Source: an optimization exercise on an open RTL-to-GDS flow (aim: small area). Production flows keep margins and buffers that such runs may drop. Only the layout flow was run in this run; the RTL was not checked for function there. Power and IR drop assume default switching activity.

### flow/config.mk
export PLATFORM = sky130hd
export DESIGN_NAME = dsp_xor_bank_top
export DESIGN_NICKNAME = dsp_xor_bank_top
export VERILOG_FILES = /design/flow/design.v
export SDC_FILE = /design/flow/constraint.sdc
export NUM_CORES = 4
export LEC_CHECK = 0
export ABC_AREA = 1
export CAP_MARGIN = 0
export CORE_MARGIN = 2
export CORE_UTILIZATION = 40
export CTS_BUF_LIST = sky130_fd_sc_hd__clkbuf_4
export SLEW_MARGIN = 0
### flow/constraint.sdc
create_clock -name core_clock -period 8.0 [get_ports {clock}]
set_input_delay 1.6000 -clock core_clock [delete_from_list [all_inputs] [get_ports {clock}]]
set_output_delay 1.6000 -clock core_clock [all_outputs]
set_load 0.01 [all_outputs]
### flow/design.v
package dsp_xor_pkg;
    localparam int lane_count     = 4;                        
    localparam int simd_ways      = 2;                        
    localparam int word_width     = 24;                       
    localparam int apb_addr_width = 8;
    localparam int apb_data_width = 32;
    localparam int result_count   = lane_count * simd_ways;   
    localparam int operand_count  = result_count * 2;         
    typedef logic [word_width-1:0]           word_t;       
    typedef logic [simd_ways*word_width-1:0] dsp_word_t;   
    typedef logic [3:0]                      alumode_t;    
    typedef logic [apb_addr_width-1:0]       apb_addr_t;
    typedef logic [apb_data_width-1:0]       apb_data_t;
    localparam alumode_t alumode_xor  = 4'b0100;   
    localparam alumode_t alumode_xnor = 4'b0101;   
    localparam alumode_t alumode_and  = 4'b1100;   
    localparam alumode_t alumode_or   = 4'b1000;   
    localparam apb_addr_t addr_operand_base = 8'h00;   
    localparam apb_addr_t addr_result_base  = 8'h40;   
    localparam apb_addr_t addr_ctrl         = 8'h80;   
    localparam apb_addr_t addr_mode         = 8'h84;   
    localparam apb_addr_t addr_status       = 8'h88;   
    typedef logic [1:0] collector_state_t;
    localparam collector_state_t coll_idle = 2'd0;
    localparam collector_state_t coll_busy = 2'd1;
    localparam collector_state_t coll_done = 2'd2;
endpackage
`timescale 1ns/1ps
module dsp_xor_bank_top (
    input  logic        clock,
    input  logic        arst_n,
    input  logic [7:0]  paddr,
    input  logic        psel,
    input  logic        penable,
    input  logic        pwrite,
    input  logic [31:0] pwdata,
    output logic [31:0] prdata,
    output logic        pready,
    output logic        pslverr
);
    logic [23:0] opnd [16];    
    logic [23:0] res  [8];     
    logic [3:0]  mode;
    logic        clr;          
    logic        launch;       
    logic        busy;         
    logic        done;         
    logic access, wr;
    logic is_operand, is_result, is_ctrl, is_mode, is_status, mapped;
    logic go_ok, mode_ok, err;
    assign access     = psel & penable;
    assign wr         = access & pwrite & ~clr;
    assign is_operand = (paddr[7:6] == 2'b00) && (paddr[1:0] == 2'b00);
    assign is_result  = (paddr[7:5] == 3'b010) && (paddr[1:0] == 2'b00);
    assign is_ctrl    = (paddr == 8'h80);
    assign is_mode    = (paddr == 8'h84);
    assign is_status  = (paddr == 8'h88);
    assign mapped     = is_operand | is_result | is_ctrl | is_mode | is_status;
    assign err = !mapped
               || (pwrite && (is_result || is_status))
               || (busy && pwrite && ((is_ctrl && pwdata[0]) || is_mode));
    assign go_ok   = wr & is_ctrl & pwdata[0] & ~busy;
    assign mode_ok = wr & is_mode & ~busy;
    always_ff @(posedge clock or negedge arst_n) begin
        if (!arst_n) begin
            clr    <= 1'b1;
            launch <= 1'b0;
            busy   <= 1'b0;
            done   <= 1'b0;
            mode   <= 4'b0100;
        end else begin
            clr    <= 1'b0;
            launch <= go_ok;
            busy   <= launch;
            done   <= (done | busy) & ~launch;
            if (mode_ok) mode <= pwdata[3:0];
        end
    end
    for (genvar i = 0; i < 16; i++) begin : g_opnd
        logic we, keep;
        assign we   = wr & is_operand & (paddr[5:2] == i);
        assign keep = ~we & ~clr;
        always_ff @(posedge clock) begin
            opnd[i] <= (pwdata[23:0] & {24{we}}) | (opnd[i] & {24{keep}});
        end
    end
    logic e1, e2, inv, res_inv;
    assign e1  = (mode != 4'b1000);                        
    assign e2  = (mode != 4'b1100);                        
    assign inv = (mode != 4'b0101) & (mode != 4'b1100);    
    always_ff @(posedge clock) begin
        if (launch) res_inv <= inv;
    end
    for (genvar k = 0; k < 8; k++) begin : g_res
        logic [23:0] a, b, w;
        assign a = opnd[2*k];        
        assign b = opnd[2*k + 1];    
        assign w = (a & b & {24{e1 & launch}}) | (~(a | b) & {24{e2 & launch}});
        always_ff @(posedge clock) begin
            res[k] <= w | (res[k] & {24{~launch}});
        end
    end
    logic [23:0] rd, rd_op, rd_res;
    logic [7:0]  zf;
    always_comb begin
        rd_op  = '0;
        rd_res = '0;
        for (int i = 0; i < 16; i++)
            if (paddr[5:2] == i) rd_op = rd_op | opnd[i];
        for (int k = 0; k < 8; k++)
            if (paddr[4:2] == k) rd_res = rd_res | res[k];
        for (int k = 0; k < 8; k++)
            zf[k] = done & (res_inv ? (&res[k]) : ~(|res[k]));
        rd = '0;
        if (is_operand)        rd = rd_op;
        if (is_result && done) rd = rd_res ^ {24{res_inv}};
        if (is_mode)   rd[3:0]  = mode;
        if (is_status) begin
            rd[0]    = done;
            rd[1]    = busy;
            rd[15:8] = zf;
        end
    end
    assign prdata  = {8'h00, rd};
    assign pready  = 1'b1;
    assign pslverr = err;
endmodule
### flow/run.sh
#!/bin/bash
# synth_recipe.tcl (not shown) runs the flow's synth.tcl, then flattens the netlist and writes it again
# the make line also repeats each setting of config.mk as NAME=value (left out here)
make -C /OpenROAD-flow-scripts/flow DESIGN_CONFIG=/design/flow/config.mk WORK_HOME=/design/flow/orfs CLKGATE_MAP_FILE= SYNTH_SCRIPT=/design/flow/synth_recipe.tcl finish
==> reports/metrics.cfg <==
[logic_synthesis]
synthArstFlopShare_pct=1.37
synth_cell_types=35
synth_edf_count=1
avgSynthCellArea_um2=7.28
synth_area_leaders=dfxtp_1 43%, nand3_1 11%, o22ai_1 11%, inv_1 7.8%, nand2_1 7.6%
synth_ff_type=dfxtp_1
synth_area_leader_cell=dfxtp_1
ys_warn_count=3
synthTopCellsByCount=609 x nand3_1, 576 x dfxtp_1, 550 x inv_1
synth_most_common_cell=nand3_1
synth-seq-cells=585
synth-seq-area-share_pct=44.3
syn_inst=3644
synth_top_area_share_pct=43.4
synthesis.area_um2=26500

[clocking]
insertion_delay_ns=1.04
holdBufCountCts=0
cts_buffers=155
tritoncts=done
cts.root.buffer_cell=clkbuf_4
max-clock-path-buffers=3
cts.clk_slew.worst_paths_ns=0.06
post-cts-setup-buffer-count=0
cts_sinks=585
cts_resized=0
htreeDepth=4

[finish]
area_delta_synth_final_pct=12.4
multi_input_area_um2=11700
nets=3753
seqCellArea_um2=11800
drive_gt1_share_pct=9.77
n_fill_cell=6788

[global_routing]
grt_pass1_wl_um=180000
grt_max_degree=117
antenna_found_initial=7
grt_pass1_vias=26203
grt.total_usage_pct=36.7
gr-total-overflow=0

[sta]
holdWs_ns=0.474
rsz0062_at_grt=false
finalSetupViolations=0
final.period_utilization_pct=90.6
skew_ns=0.0523
max-slew-margin-rel_pct=18.4
slew_viol_final=0
min_period_ns=7.25
worstMarginPinSlew_ns=1.22
hold_viol=0
fin_setup_tns_ns=0
fmax_ghz=0.138

[power]
intPower_w=0.00456
power.density_nw_per_um2=207
pwr-share-seq_pct=47.5
clkPwrFrac_pct=47.2
power_leakage_nw=11.7
peakVddDrop_uv=88.7
p_sw_w=0.00161
switching_share_pct=26.1
power_frac_comb_pct=5.3

[critical_path]
worstPathArrival_ns=5.65
crit_fanout=13
required_ns=6.40
regToRegSetupSlack_ns=3.81
critPathLaunchType=primary input
r2r-start=clr$_DFF_PN1_
startpoint=paddr[3]
ff2ff_path_depth=6
critPathCapture=prdata[11]
r2r_end=opnd[8][10]$_DFF_P_
endpoint_kind=output pin
worstSetupPathType=primary input to output pin

[die]
die_x_um=262
io-pin-count=79
initial_core_util_pct=40.4
die-area_um2=68400
rows=94
chipHeight_um=262
coreArea_um2=65700

[detailed_routing]
drt-pass1-iter-count=7
route.detailed.drc=0
viasPerCell=6.22
wl_per_cell_um=27.3
num_vias=29169
ant_nets=0
postRouteWirelength_um=128000
first_iter_violations=4267

[status]
outcome=complete, no violations

[run]
maxCapViolCount=0

[min_path]
hp-class=flip-flop to flip-flop

[placed_design]
hpwl_um=79500
place_congestion=1.07
port_buffers=61

layout make-up:
type | instances | share of cell area (%)
Sequential cell | 585 | 39.5
Multi-Input combinational cell | 2281 | 39.1
Inverter | 566 | 7.13
Clock buffer | 231 | 5.81
Tap cell | 864 | 3.62
Timing Repair Buffer | 119 | 3.55
Clock inverter | 35 | 1.25
Antenna cell | 6 | 0.0503
cell families after synthesis:
group,after synthesis,share of synthesized area (%)
DFF,585,44.3
and+or+nand+nor,1523,26.2
AOI/OAI and AO/OA,748,17.5
other,2,0.0283
buffers and inverters,786,12.0
power by group through the flow:
stage,logic [W],registers (W),clock network [W]
CTS,0.000310,0.00293,0.00292
global route,0.000328,0.00293,0.00307
finish,0.000328,0.00293,0.00291
detailed placement,0.000309,0.00300,0
global placement,0.000309,0.00300,0
floorplan,0.000166,0.00299,0
per-layer routing:
metal  up-vias  track usage [%]  share of wire (%)
met5         -                0              0.012
met3       506             10.9                 14
met1     13582             48.6                 38
met4         2             24.4                7.5
met2      2424             51.3                 40
li1      12655                -                  -
state kept, by name, indices dropped and copies added, names as in the netlist:
name / count
clr: 1
res_inv: 1
done: 1
busy: 1
opnd: 384
launch: 1
mode: 4
res: 192
worst max-delay path, cell delays in order:
cell and delay (ns):
clkdlybuf4s50_1 0.84, inv_2 0.15, nor2_2 0.60, nand2_1 0.75, o21ai_0 0.56, nor2_1 0.12
nand3_1 0.09, nand3_1 0.08, nand3_1 0.25, clkdlybuf4s50_1 0.58
cell usage in the layout, fill, tap and decap left out, types with 2 or more instances in the layout:
cell             instances
clkdlybuf4s50_1         61
clkinvlp_4               5
a31oi_4                  2
inv_2                   12
nor2_2                   4
nor3_2                   2
nand3_1                609
nor4_1                   2
nand2_4                  4
o21ai_0                131
nor2_4                   6
dfstp_2                  2
clkbuf_4               231
dfrtp_1                  5
nand2_1                534
diode_2                  6
clkinv_1                23
bufinv_16                8
buf_4                   57
dfxtp_1                576
conb_1                  10
o211ai_1               135
nand2_2                 30
nor2_1                 221
nor3_1                  24
inv_6                    2
o22ai_1                446
inv_1                  549
nand4_1                 81
nor2_8                   4
o21ai_1                 32
how the worst min path moves through the flow:
stage          slack, ns            endpoint  depth (start not counted)                 start
2_1_floorplan       0.38      busy$_DFF_PN0_                          0      launch$_DFF_PN0_
3_3_place_gp        0.48  res[4][15]$_DFF_P_                          2   opnd[9][15]$_DFF_P_
3_5_place_dp        0.48  res[4][15]$_DFF_P_                          2   opnd[9][15]$_DFF_P_
4_1_cts             0.46  res[5][22]$_DFF_P_                          2  opnd[11][22]$_DFF_P_
5_1_grt             0.50  res[5][10]$_DFF_P_                          2  opnd[11][10]$_DFF_P_
6_report            0.47  res[5][10]$_DFF_P_                          2  opnd[11][10]$_DFF_P_
metrics by stage:
| step | instances | power [W] | instance area [um^2] | setup slack, ns | utilization, % |
|---|---|---|---|---|---|
| 6_report | 4687 | 0.00617 | 29800 | 0.755 | 45.4 |
| 5_1_grt | 4683 | 0.00632 | 29800 | 0.758 | 45.4 |
| 4_1_cts | 4681 | 0.00616 | 29800 | 0.930 | 45.3 |
| 3_5_place_dp | 4415 | 0.00331 | 27700 | 0.935 | 42.1 |
| 3_3_place_gp | 4415 | 0.00331 | 27700 | 0.990 | 42.1 |
| 2_1_floorplan | 3652 | 0.00316 | 26600 | 3.55 | - |

static timing again, ports no longer ideal:
How much do the figures lean on ideal ports? The routed layout below was timed once more, with nothing changed but the port constraints.
Step 1 (the two cells are an assumption about what drives the block):
set clk [get_ports {clock}]
set_driving_cell -lib_cell sky130_fd_sc_hd__clkbuf_16 $clk
set_driving_cell -lib_cell sky130_fd_sc_hd__buf_2 [delete_from_list [all_inputs] $clk]
Step 2 times the ports against the registers' clock, not the clock port: input delays grow and output delays shrink by t, the midpoint of the rising clock arrivals with the driver on.
a / b / c = ideal ports / drivers / drivers and shift; a / b = the first two.
t, ns: 1.083
setup WS [ns]: 0.755 / 0.568 / 0.568
hold slack, ns: 0.474 / 0.474 / 0.474
After both steps this run still meets setup and hold. For this run, drivers alone change the setup slack by -0.187 ns; drivers and shift together by -0.187 ns.
